This design comes from an exercise in tuning for small area, a short achievable clock period and few clock cycles per item on the open sky130 flow, not from production work. Function was checked by simulation only, so behaviour that the tests miss may differ from the original. Power is estimated from default activity; no workload was simulated.

==> job 9621 <==
==> flow/design.v (excerpt) <==
module mini_core_top (
  input  logic        clk,
  input  logic        rst_ni,
  output logic        instr_req_o,
  output logic [31:0] instr_addr_o,
  input  logic        instr_gnt_i,
  input  logic        instr_rvalid_i,
  input  logic [31:0] instr_rdata_i,
  output logic        retire_valid_o,
  output logic [31:0] retire_pc_o,
  output logic [31:0] retire_insn_o,
  output logic [4:0]  retire_rd_o,
  output logic [31:0] retire_wdata_o,
  output logic        retire_illegal_o
);
  mini_core #(
    .BootAddr ( 32'h0000_0080 )
  ) u_core (
    .clk              ( clk              ),
    .rst_ni           ( rst_ni           ),
    .instr_req_o      ( instr_req_o      ),
    .instr_addr_o     ( instr_addr_o     ),
    .instr_gnt_i      ( instr_gnt_i      ),
    .instr_rvalid_i   ( instr_rvalid_i   ),
    .instr_rdata_i    ( instr_rdata_i    ),
    .retire_valid_o   ( retire_valid_o   ),
    .retire_pc_o      ( retire_pc_o      ),
    .retire_insn_o    ( retire_insn_o    ),
    .retire_rd_o      ( retire_rd_o      ),
    .retire_wdata_o   ( retire_wdata_o   ),
    .retire_illegal_o ( retire_illegal_o )
  );
endmodule
clock: 10.0 ns
lec_check: 0
cap_margin: 20
core_margin: 2
core_utilization: 45
cts_cluster_diameter: 70
cts_cluster_size: 25
place_density: 0.6
slew_margin: 20
tns_end_percent: 0
standard.sh (not shown) runs the stock make flow with config.mk's settings and CLKGATE_MAP_FILE= SYNTH_SCRIPT=/design/flow/synth_recipe.tcl, a recipe that flattens the netlist after the stock synthesis.
==> flow/flow/run.sh <==
#!/bin/bash
set -o pipefail
bash standard.sh ADDER_MAP_FILE= SETUP_SLACK_MARGIN=6.8 finish > flow_make.log 2>&1
==> job 2127: changes against job 9621 <==
--- a/flow/design.v
+++ b/flow/design.v
@@ -24,21 +24,10 @@
     add32 = p ^ {gg[30:0], cin};
   endfunction
   function automatic logic [31:0] inc4(input logic [31:0] a);
     inc4 = add32(a, 32'd4, 1'b0);
   endfunction
-  function automatic logic [31:0] jal_target(input logic [31:0] pc, input logic [31:0] insn);
-    logic [20:0] imm;
-    logic [31:0] lo;
-    logic [10:0] hi, hi_p1, hi_m1;
-    imm   = {insn[31], insn[19:12], insn[20], insn[30:21], 1'b0};
-    lo    = add32({11'b0, pc[20:0]}, {11'b0, imm}, 1'b0);
-    hi    = pc[31:21];
-    hi_p1 = add32({21'b0, hi}, 32'd1, 1'b0);
-    hi_m1 = add32({21'b0, hi}, 32'h7ff, 1'b0);
-    jal_target = {(imm[20] ^ lo[21]) ? (lo[21] ? hi_p1 : hi_m1) : hi, lo[20:0]};
-  endfunction
 endpackage
 package pipe_pkg;
   localparam int unsigned XLEN       = 32;
   localparam int unsigned REG_ADDR_W = 5;
   localparam int unsigned FREE_W = 4;
@@ -77,12 +66,12 @@
   output logic        req_o,
   output logic [31:0] addr_o,
   input  logic        gnt_i,
   input  logic        rvalid_i,
   input  logic [31:0] rdata_i,
-  output logic        valid_o,
-  output logic [31:0] insn_o,
+  output logic        ir_valid_o,
+  output logic [31:0] ir_o,
   input  logic [31:0] pc_i,
   input  logic        redirect_i,
   input  logic [31:0] target_i
 );
   logic        req_q;
@@ -90,43 +79,47 @@
   logic        use_pc_q;        
   logic        stale_q;         
   logic        fresh_q;         
   logic [2:0]  out_q;           
   logic [2:0]  disc_q;          
+  logic        ir_valid_q;
+  logic [31:0] ir_q;
   logic        granted;
   logic        pend;
   logic [2:0]  out_d;
   logic        accept;
+  logic        jal_in;
   logic        can_issue;
   assign req_o  = req_q;
   assign addr_o = addr_q;
   assign granted   = req_q & gnt_i;
   assign pend      = req_q & ~gnt_i;
   assign out_d     = out_q + {2'b0, granted} - {2'b0, rvalid_i};
   assign can_issue = (out_d < 3'(MaxOut));
   assign accept = rvalid_i && (disc_q == '0);
+  assign jal_in = accept && (rdata_i[6:0] == 7'b1101111);
   always_ff @(posedge clk or negedge rst_ni) begin
     if (!rst_ni) begin
       req_q      <= 1'b0;
       use_pc_q   <= 1'b1;
       stale_q    <= 1'b0;
       fresh_q    <= 1'b0;
       out_q      <= '0;
       disc_q     <= '0;
+      ir_valid_q <= 1'b0;
     end else begin
       out_q      <= out_d;
-      if (redirect_i) begin
+      ir_valid_q <= accept;
+      if (jal_in) begin
         disc_q <= out_d;
       end else begin
         disc_q <= disc_q - {2'b0, rvalid_i && disc_q != '0} + {2'b0, granted && stale_q};
       end
       if (pend) begin
-        if (redirect_i) begin
-          stale_q  <= 1'b1;
-          use_pc_q <= 1'b1;
-        end
-      end else if (can_issue) begin
+        if (jal_in) stale_q <= 1'b1;
+        if (redirect_i) use_pc_q <= 1'b1;
+      end else if (can_issue && !jal_in) begin
         req_q    <= 1'b1;
         stale_q  <= 1'b0;
         use_pc_q <= 1'b0;
         fresh_q  <= 1'b0;
       end else begin
@@ -141,13 +134,14 @@
     if (!pend) begin
       addr_q <= redirect_i ? target_i :
                 use_pc_q   ? pc_i     :
                 fresh_q    ? addr_q   : isa_pkg::inc4(addr_q);
     end
+    ir_q <= rdata_i;
   end
-  assign valid_o = accept;
-  assign insn_o  = rdata_i;
+  assign ir_valid_o = ir_valid_q;
+  assign ir_o       = ir_q;
 endmodule
 `timescale 1ns/1ps
 module exec_decoder (
   input  logic [31:0] insn_i,
   output logic        is_jal_o,    
@@ -211,11 +205,12 @@
   logic [31:0] imm_i, imm_u, imm_j;
   logic [31:0] pc_q;         
   logic [31:0] pc_inc;
   logic [31:0] target;
   logic [31:0] rf_q [32];
-  logic [31:0] written_q;    
+  logic [31:1] written_q;    
+  logic [31:0] written;      
   logic [31:0] rf_a, rf_b, rd_a, rd_b, a, b, sum, res;
   logic        we;
   logic        wb_we;
   logic        x_valid_q;
   logic [31:0] x_a_q, x_b_q;
@@ -252,11 +247,11 @@
   assign rd    = insn_i[11:7];
   assign imm_i = {{20{insn_i[31]}}, insn_i[31:20]};
   assign imm_u = {insn_i[31:12], 12'b0};
   assign imm_j = {{12{insn_i[31]}}, insn_i[19:12], insn_i[20], insn_i[30:21], 1'b0};
   assign pc_inc = isa_pkg::inc4(pc_q);
-  assign target = isa_pkg::jal_target(pc_q, insn_i);
+  assign target = isa_pkg::add32(pc_q, imm_j, 1'b0);
   always_ff @(posedge clk or negedge rst_ni) begin
     if (!rst_ni) begin
       pc_q <= BootAddr;
     end else if (valid_i) begin
       pc_q <= is_jal ? target : pc_inc;
@@ -264,12 +259,13 @@
   end
   assign pc_o       = pc_q;
   assign redirect_o = valid_i && is_jal;
   assign target_o   = target;
   assign wb_we = retire_valid_q && (retire_rd_q != 5'd0);
-  assign rf_a  = written_q[rs1] ? rf_q[rs1] : 32'd0;
-  assign rf_b  = written_q[rs2] ? rf_q[rs2] : 32'd0;
+  assign written = {written_q, 1'b0};
+  assign rf_a  = written[rs1] ? rf_q[rs1] : 32'd0;
+  assign rf_b  = written[rs2] ? rf_q[rs2] : 32'd0;
   assign rd_a  = (wb_we && retire_rd_q == rs1) ? retire_wdata_q : rf_a;
   assign rd_b  = (wb_we && retire_rd_q == rs2) ? retire_wdata_q : rf_b;
   assign we = rd_we && (rd != 5'd0);
   always_ff @(posedge clk or negedge rst_ni) begin
     if (!rst_ni) begin
@@ -353,12 +349,12 @@
   output logic [31:0] retire_insn_o,
   output logic [4:0]  retire_rd_o,
   output logic [31:0] retire_wdata_o,
   output logic        retire_illegal_o
 );
-  logic        valid;
-  logic [31:0] insn;
+  logic        ir_valid;
+  logic [31:0] ir;
   logic [31:0] pc;
   logic        redirect;
   logic [31:0] target;
   fetch_unit u_fetch (
     .clk        ( clk            ),
@@ -366,23 +362,23 @@
     .req_o      ( instr_req_o    ),
     .addr_o     ( instr_addr_o   ),
     .gnt_i      ( instr_gnt_i    ),
     .rvalid_i   ( instr_rvalid_i ),
     .rdata_i    ( instr_rdata_i  ),
-    .valid_o    ( valid          ),
-    .insn_o     ( insn           ),
+    .ir_valid_o ( ir_valid       ),
+    .ir_o       ( ir             ),
     .pc_i       ( pc             ),
     .redirect_i ( redirect       ),
     .target_i   ( target         )
   );
   exec_stage #(
     .BootAddr ( BootAddr )
   ) u_exec (
     .clk              ( clk              ),
     .rst_ni           ( rst_ni           ),
-    .valid_i          ( valid            ),
-    .insn_i           ( insn             ),
+    .valid_i          ( ir_valid         ),
+    .insn_i           ( ir               ),
     .pc_o             ( pc               ),
     .redirect_o       ( redirect         ),
     .target_o         ( target           ),
     .retire_valid_o   ( retire_valid_o   ),
     .retire_pc_o      ( retire_pc_o      ),
==> flow/flow/run.sh (replaced) <==
#!/bin/bash
set -o pipefail
bash standard.sh ADDER_MAP_FILE= SETUP_SLACK_MARGIN=6.3 finish > flow_make.log 2>&1
--- a/flow/config.mk
+++ b/flow/config.mk
@@ -10,6 +10,5 @@
 export CORE_UTILIZATION = 45
 export CTS_CLUSTER_DIAMETER = 70
 export CTS_CLUSTER_SIZE = 25
 export PLACE_DENSITY = 0.6
 export SLEW_MARGIN = 20
-export TNS_END_PERCENT = 0
==> job 5579: changes against job 9621 <==
--- a/flow/design.v
+++ b/flow/design.v
@@ -24,21 +24,10 @@
     add32 = p ^ {gg[30:0], cin};
   endfunction
   function automatic logic [31:0] inc4(input logic [31:0] a);
     inc4 = add32(a, 32'd4, 1'b0);
   endfunction
-  function automatic logic [31:0] jal_target(input logic [31:0] pc, input logic [31:0] insn);
-    logic [20:0] imm;
-    logic [31:0] lo;
-    logic [10:0] hi, hi_p1, hi_m1;
-    imm   = {insn[31], insn[19:12], insn[20], insn[30:21], 1'b0};
-    lo    = add32({11'b0, pc[20:0]}, {11'b0, imm}, 1'b0);
-    hi    = pc[31:21];
-    hi_p1 = add32({21'b0, hi}, 32'd1, 1'b0);
-    hi_m1 = add32({21'b0, hi}, 32'h7ff, 1'b0);
-    jal_target = {(imm[20] ^ lo[21]) ? (lo[21] ? hi_p1 : hi_m1) : hi, lo[20:0]};
-  endfunction
 endpackage
 package pipe_pkg;
   localparam int unsigned XLEN       = 32;
   localparam int unsigned REG_ADDR_W = 5;
   localparam int unsigned FREE_W = 4;
@@ -77,77 +66,78 @@
   output logic        req_o,
   output logic [31:0] addr_o,
   input  logic        gnt_i,
   input  logic        rvalid_i,
   input  logic [31:0] rdata_i,
-  output logic        valid_o,
-  output logic [31:0] insn_o,
+  output logic        ir_valid_o,
+  output logic [31:0] ir_o,
   input  logic [31:0] pc_i,
   input  logic        redirect_i,
   input  logic [31:0] target_i
 );
   logic        req_q;
   logic [31:0] addr_q;
   logic        use_pc_q;        
   logic        stale_q;         
-  logic        fresh_q;         
   logic [2:0]  out_q;           
   logic [2:0]  disc_q;          
+  logic        ir_valid_q;
+  logic [31:0] ir_q;
   logic        granted;
   logic        pend;
   logic [2:0]  out_d;
   logic        accept;
+  logic        jal_in;
   logic        can_issue;
   assign req_o  = req_q;
   assign addr_o = addr_q;
   assign granted   = req_q & gnt_i;
   assign pend      = req_q & ~gnt_i;
   assign out_d     = out_q + {2'b0, granted} - {2'b0, rvalid_i};
   assign can_issue = (out_d < 3'(MaxOut));
   assign accept = rvalid_i && (disc_q == '0);
+  assign jal_in = accept && (rdata_i[6:0] == 7'b1101111);
   always_ff @(posedge clk or negedge rst_ni) begin
     if (!rst_ni) begin
       req_q      <= 1'b0;
       use_pc_q   <= 1'b1;
       stale_q    <= 1'b0;
-      fresh_q    <= 1'b0;
       out_q      <= '0;
       disc_q     <= '0;
+      ir_valid_q <= 1'b0;
     end else begin
       out_q      <= out_d;
-      if (redirect_i) begin
+      ir_valid_q <= accept;
+      if (jal_in) begin
         disc_q <= out_d;
       end else begin
         disc_q <= disc_q - {2'b0, rvalid_i && disc_q != '0} + {2'b0, granted && stale_q};
       end
       if (pend) begin
-        if (redirect_i) begin
-          stale_q  <= 1'b1;
-          use_pc_q <= 1'b1;
-        end
-      end else if (can_issue) begin
+        if (jal_in) stale_q <= 1'b1;
+        if (redirect_i) use_pc_q <= 1'b1;
+      end else if (can_issue && !jal_in) begin
         req_q    <= 1'b1;
         stale_q  <= 1'b0;
         use_pc_q <= 1'b0;
-        fresh_q  <= 1'b0;
       end else begin
         req_q   <= 1'b0;
         stale_q <= 1'b0;
-        fresh_q <= 1'b1;
         if (redirect_i) use_pc_q <= 1'b1;
       end
     end
   end
   always_ff @(posedge clk) begin
-    if (!pend) begin
-      addr_q <= redirect_i ? target_i :
-                use_pc_q   ? pc_i     :
-                fresh_q    ? addr_q   : isa_pkg::inc4(addr_q);
+    if (!pend && can_issue && !jal_in) begin
+      addr_q <= redirect_i ? target_i : (use_pc_q ? pc_i : isa_pkg::inc4(addr_q));
+    end
+    if (accept) begin
+      ir_q <= rdata_i;
     end
   end
-  assign valid_o = accept;
-  assign insn_o  = rdata_i;
+  assign ir_valid_o = ir_valid_q;
+  assign ir_o       = ir_q;
 endmodule
 `timescale 1ns/1ps
 module exec_decoder (
   input  logic [31:0] insn_i,
   output logic        is_jal_o,    
@@ -218,15 +208,12 @@
   logic        we;
   logic        wb_we;
   logic        x_valid_q;
   logic [31:0] x_a_q, x_b_q;
   logic        x_fa_q, x_fb_q;    
-  logic        x_sub_q;           
-  logic        x_sum_q;           
-  logic        x_xor_q;
-  logic        x_or_q;
-  logic        x_and_q;
+  logic        x_sub_q;
+  logic [1:0]  x_lop_q;
   logic        x_pass_q;          
   logic        x_we_q;
   logic [4:0]  x_rd_q;
   logic        x_ill_q;
   logic [31:0] x_pc_q;
@@ -252,11 +239,11 @@
   assign rd    = insn_i[11:7];
   assign imm_i = {{20{insn_i[31]}}, insn_i[31:20]};
   assign imm_u = {insn_i[31:12], 12'b0};
   assign imm_j = {{12{insn_i[31]}}, insn_i[19:12], insn_i[20], insn_i[30:21], 1'b0};
   assign pc_inc = isa_pkg::inc4(pc_q);
-  assign target = isa_pkg::jal_target(pc_q, insn_i);
+  assign target = isa_pkg::add32(pc_q, imm_j, 1'b0);
   always_ff @(posedge clk or negedge rst_ni) begin
     if (!rst_ni) begin
       pc_q <= BootAddr;
     end else if (valid_i) begin
       pc_q <= is_jal ? target : pc_inc;
@@ -277,34 +264,37 @@
     end else begin
       x_valid_q <= valid_i;
     end
   end
   always_ff @(posedge clk) begin
-    x_a_q     <= rd_a;
-    x_b_q     <= !use_imm ? (is_sub ? ~rd_b : rd_b) : (is_jal ? pc_inc : (is_lui ? imm_u : imm_i));
-    x_fa_q    <= x_valid_q && x_we_q && (x_rd_q == rs1);
-    x_fb_q    <= x_valid_q && x_we_q && (x_rd_q == rs2) && !use_imm;
-    x_sub_q   <= is_sub;
-    x_sum_q   <= we && !is_lui && !is_jal && logic_op == 2'b00;
-    x_xor_q   <= we && !is_lui && !is_jal && logic_op == 2'b01;
-    x_or_q    <= we && !is_lui && !is_jal && logic_op == 2'b10;
-    x_and_q   <= we && !is_lui && !is_jal && logic_op == 2'b11;
-    x_pass_q  <= we && (is_lui || is_jal);
-    x_we_q    <= we;
-    x_rd_q    <= rd;
-    x_ill_q   <= illegal;
-    x_pc_q    <= pc_q;
-    x_insn_q  <= insn_i;
+    if (valid_i) begin
+      x_a_q     <= rd_a;
+      x_b_q     <= !use_imm ? rd_b : (is_jal ? pc_inc : (is_lui ? imm_u : imm_i));
+      x_fa_q    <= x_valid_q && x_we_q && (x_rd_q == rs1);
+      x_fb_q    <= x_valid_q && x_we_q && (x_rd_q == rs2) && !use_imm;
+      x_sub_q   <= is_sub;
+      x_lop_q   <= (is_lui || is_jal) ? 2'b00 : logic_op;
+      x_pass_q  <= is_lui || is_jal;
+      x_we_q    <= we;
+      x_rd_q    <= rd;
+      x_ill_q   <= illegal;
+      x_pc_q    <= pc_q;
+      x_insn_q  <= insn_i;
+    end
   end
   assign a   = x_fa_q ? retire_wdata_q : x_a_q;
-  assign b   = x_fb_q ? (x_sub_q ? ~retire_wdata_q : retire_wdata_q) : x_b_q;
-  assign sum = isa_pkg::add32(a, b, x_sub_q);
-  assign res = ({32{x_sum_q}}  & sum)   |
-               ({32{x_xor_q}}  & (a ^ b)) |
-               ({32{x_or_q}}   & (a | b)) |
-               ({32{x_and_q}}  & (a & b)) |
-               ({32{x_pass_q}} & b);
+  assign b   = x_fb_q ? retire_wdata_q : x_b_q;
+  assign sum = isa_pkg::add32(a, x_sub_q ? ~b : b, x_sub_q);
+  always_comb begin
+    case (x_lop_q)
+      2'b01:   res = a ^ b;
+      2'b10:   res = a | b;
+      2'b11:   res = a & b;
+      default: res = sum;
+    endcase
+    if (x_pass_q) res = b;
+  end
   assign rf_q[0] = 32'd0;
   for (genvar i = 1; i < 32; i++) begin : g_rf
     always_ff @(posedge clk) begin
       if (wb_we && retire_rd_q == 5'(i)) rf_q[i] <= retire_wdata_q;
     end
@@ -322,15 +312,17 @@
     end else begin
       retire_valid_q <= x_valid_q;
     end
   end
   always_ff @(posedge clk) begin
-    retire_pc_q      <= x_pc_q;
-    retire_insn_q    <= x_insn_q;
-    retire_rd_q      <= x_we_q ? x_rd_q : 5'd0;
-    retire_wdata_q   <= res;
-    retire_illegal_q <= x_ill_q;
+    if (x_valid_q) begin
+      retire_pc_q      <= x_pc_q;
+      retire_insn_q    <= x_insn_q;
+      retire_rd_q      <= x_we_q ? x_rd_q : 5'd0;
+      retire_wdata_q   <= x_we_q ? res : 32'd0;
+      retire_illegal_q <= x_ill_q;
+    end
   end
   assign retire_valid_o   = retire_valid_q;
   assign retire_pc_o      = retire_pc_q;
   assign retire_insn_o    = retire_insn_q;
   assign retire_rd_o      = retire_rd_q;
@@ -353,12 +345,12 @@
   output logic [31:0] retire_insn_o,
   output logic [4:0]  retire_rd_o,
   output logic [31:0] retire_wdata_o,
   output logic        retire_illegal_o
 );
-  logic        valid;
-  logic [31:0] insn;
+  logic        ir_valid;
+  logic [31:0] ir;
   logic [31:0] pc;
   logic        redirect;
   logic [31:0] target;
   fetch_unit u_fetch (
     .clk        ( clk            ),
@@ -366,23 +358,23 @@
     .req_o      ( instr_req_o    ),
     .addr_o     ( instr_addr_o   ),
     .gnt_i      ( instr_gnt_i    ),
     .rvalid_i   ( instr_rvalid_i ),
     .rdata_i    ( instr_rdata_i  ),
-    .valid_o    ( valid          ),
-    .insn_o     ( insn           ),
+    .ir_valid_o ( ir_valid       ),
+    .ir_o       ( ir             ),
     .pc_i       ( pc             ),
     .redirect_i ( redirect       ),
     .target_i   ( target         )
   );
   exec_stage #(
     .BootAddr ( BootAddr )
   ) u_exec (
     .clk              ( clk              ),
     .rst_ni           ( rst_ni           ),
-    .valid_i          ( valid            ),
-    .insn_i           ( insn             ),
+    .valid_i          ( ir_valid         ),
+    .insn_i           ( ir               ),
     .pc_o             ( pc               ),
     .redirect_o       ( redirect         ),
     .target_o         ( target           ),
     .retire_valid_o   ( retire_valid_o   ),
     .retire_pc_o      ( retire_pc_o      ),
==> flow/run.sh (new file) <==
#!/bin/bash
# synth_recipe.tcl (not shown) runs the flow's synth.tcl, then flattens the netlist and writes it again
# the make line also repeats each setting of config.mk as NAME=value (left out here)
make -C /OpenROAD-flow-scripts/flow DESIGN_CONFIG=/design/flow/config.mk WORK_HOME=/design/flow/orfs CLKGATE_MAP_FILE= SYNTH_SCRIPT=/design/flow/synth_recipe.tcl finish
==> flow/config.mk (replaced) <==
export PLATFORM = sky130hd
export DESIGN_NAME = mini_core_top
export DESIGN_NICKNAME = mini_core_top
export VERILOG_FILES = /design/flow/design.v
export SDC_FILE = /design/flow/constraint.sdc
export NUM_CORES = 4
export LEC_CHECK = 0
export ABC_CLOCK_PERIOD_IN_PS = 3000
export CAP_MARGIN = 20
export CORE_MARGIN = 2
export CORE_UTILIZATION = 45
export PLACE_DENSITY = 0.6
export SETUP_SLACK_MARGIN = 5
export SLEW_MARGIN = 20
removed: flow/flow/run.sh
removed: flow/standard.sh
==> summary of the runs <==
The lowest flip-flop and latch count belongs to job 9621, the highest to job 2127.
Job 2127 produced a clean layout. Job 9621 passed the timing, design-rule and antenna checks. Job 5579 passed the timing, design-rule and antenna checks.
The lowest worst setup slack belongs to job 5579, the highest to job 2127.
Register-to-register slack: job 5579 < job 9621 < job 2127.
Sequential power, lowest first: job 9621, job 2127, job 5579.
Via count: job 9621 < job 5579 < job 2127.
Testbench counts of job 9621, summed over its fixed seeds: cycles 57,480, instrs 16,000.
Testbench counts of job 2127, summed over its fixed seeds: cycles 58,354, instrs 16,000.
Testbench counts of job 5579, summed over its fixed seeds: cycles 58,354, instrs 16,000.

==> port drivers added, routing unchanged <==
The flow's constraints put no driver on any port. The routed layouts listed below were extracted and timed again, unchanged, in two steps.
Step 1 sets driving cells, clkbuf_16 on the clock port and buf_2 on the other inputs (assumed; they add their load-dependent delay and slew).
Step 2 moves the port delays by t, midway between the first and last clock arrival at a register: inputs arrive t later, outputs are due t later. That takes back most of the time a late clock gives input paths.
Three values: ideal, step 1, step 2; two values: the first two.
run | shift t [ns] | slack for setup (ns) | hold slack, ns | worst data-port slew with drivers (ns) | pins driven straight from the clock port
job 9621 | 0.787 | 5.258 / 5.302 / 4.515 | 0.317 / 0.317 / 0.317 | 0.06 | 1
job 2127 | 0.835 | 6.192 / 6.192 / 6.116 | 0.315 / 0.315 / 0.315 | 0.07 | 1
job 5579 | 0.877 | 5.254 / 5.237 / 5.024 | 0.410 / 0.410 / 0.410 | 0.06 | 1
After both steps every run listed still meets setup and hold. For job 9621, which loses most, drivers alone change the setup slack by +0.044 ns; drivers and shift together by -0.743 ns.
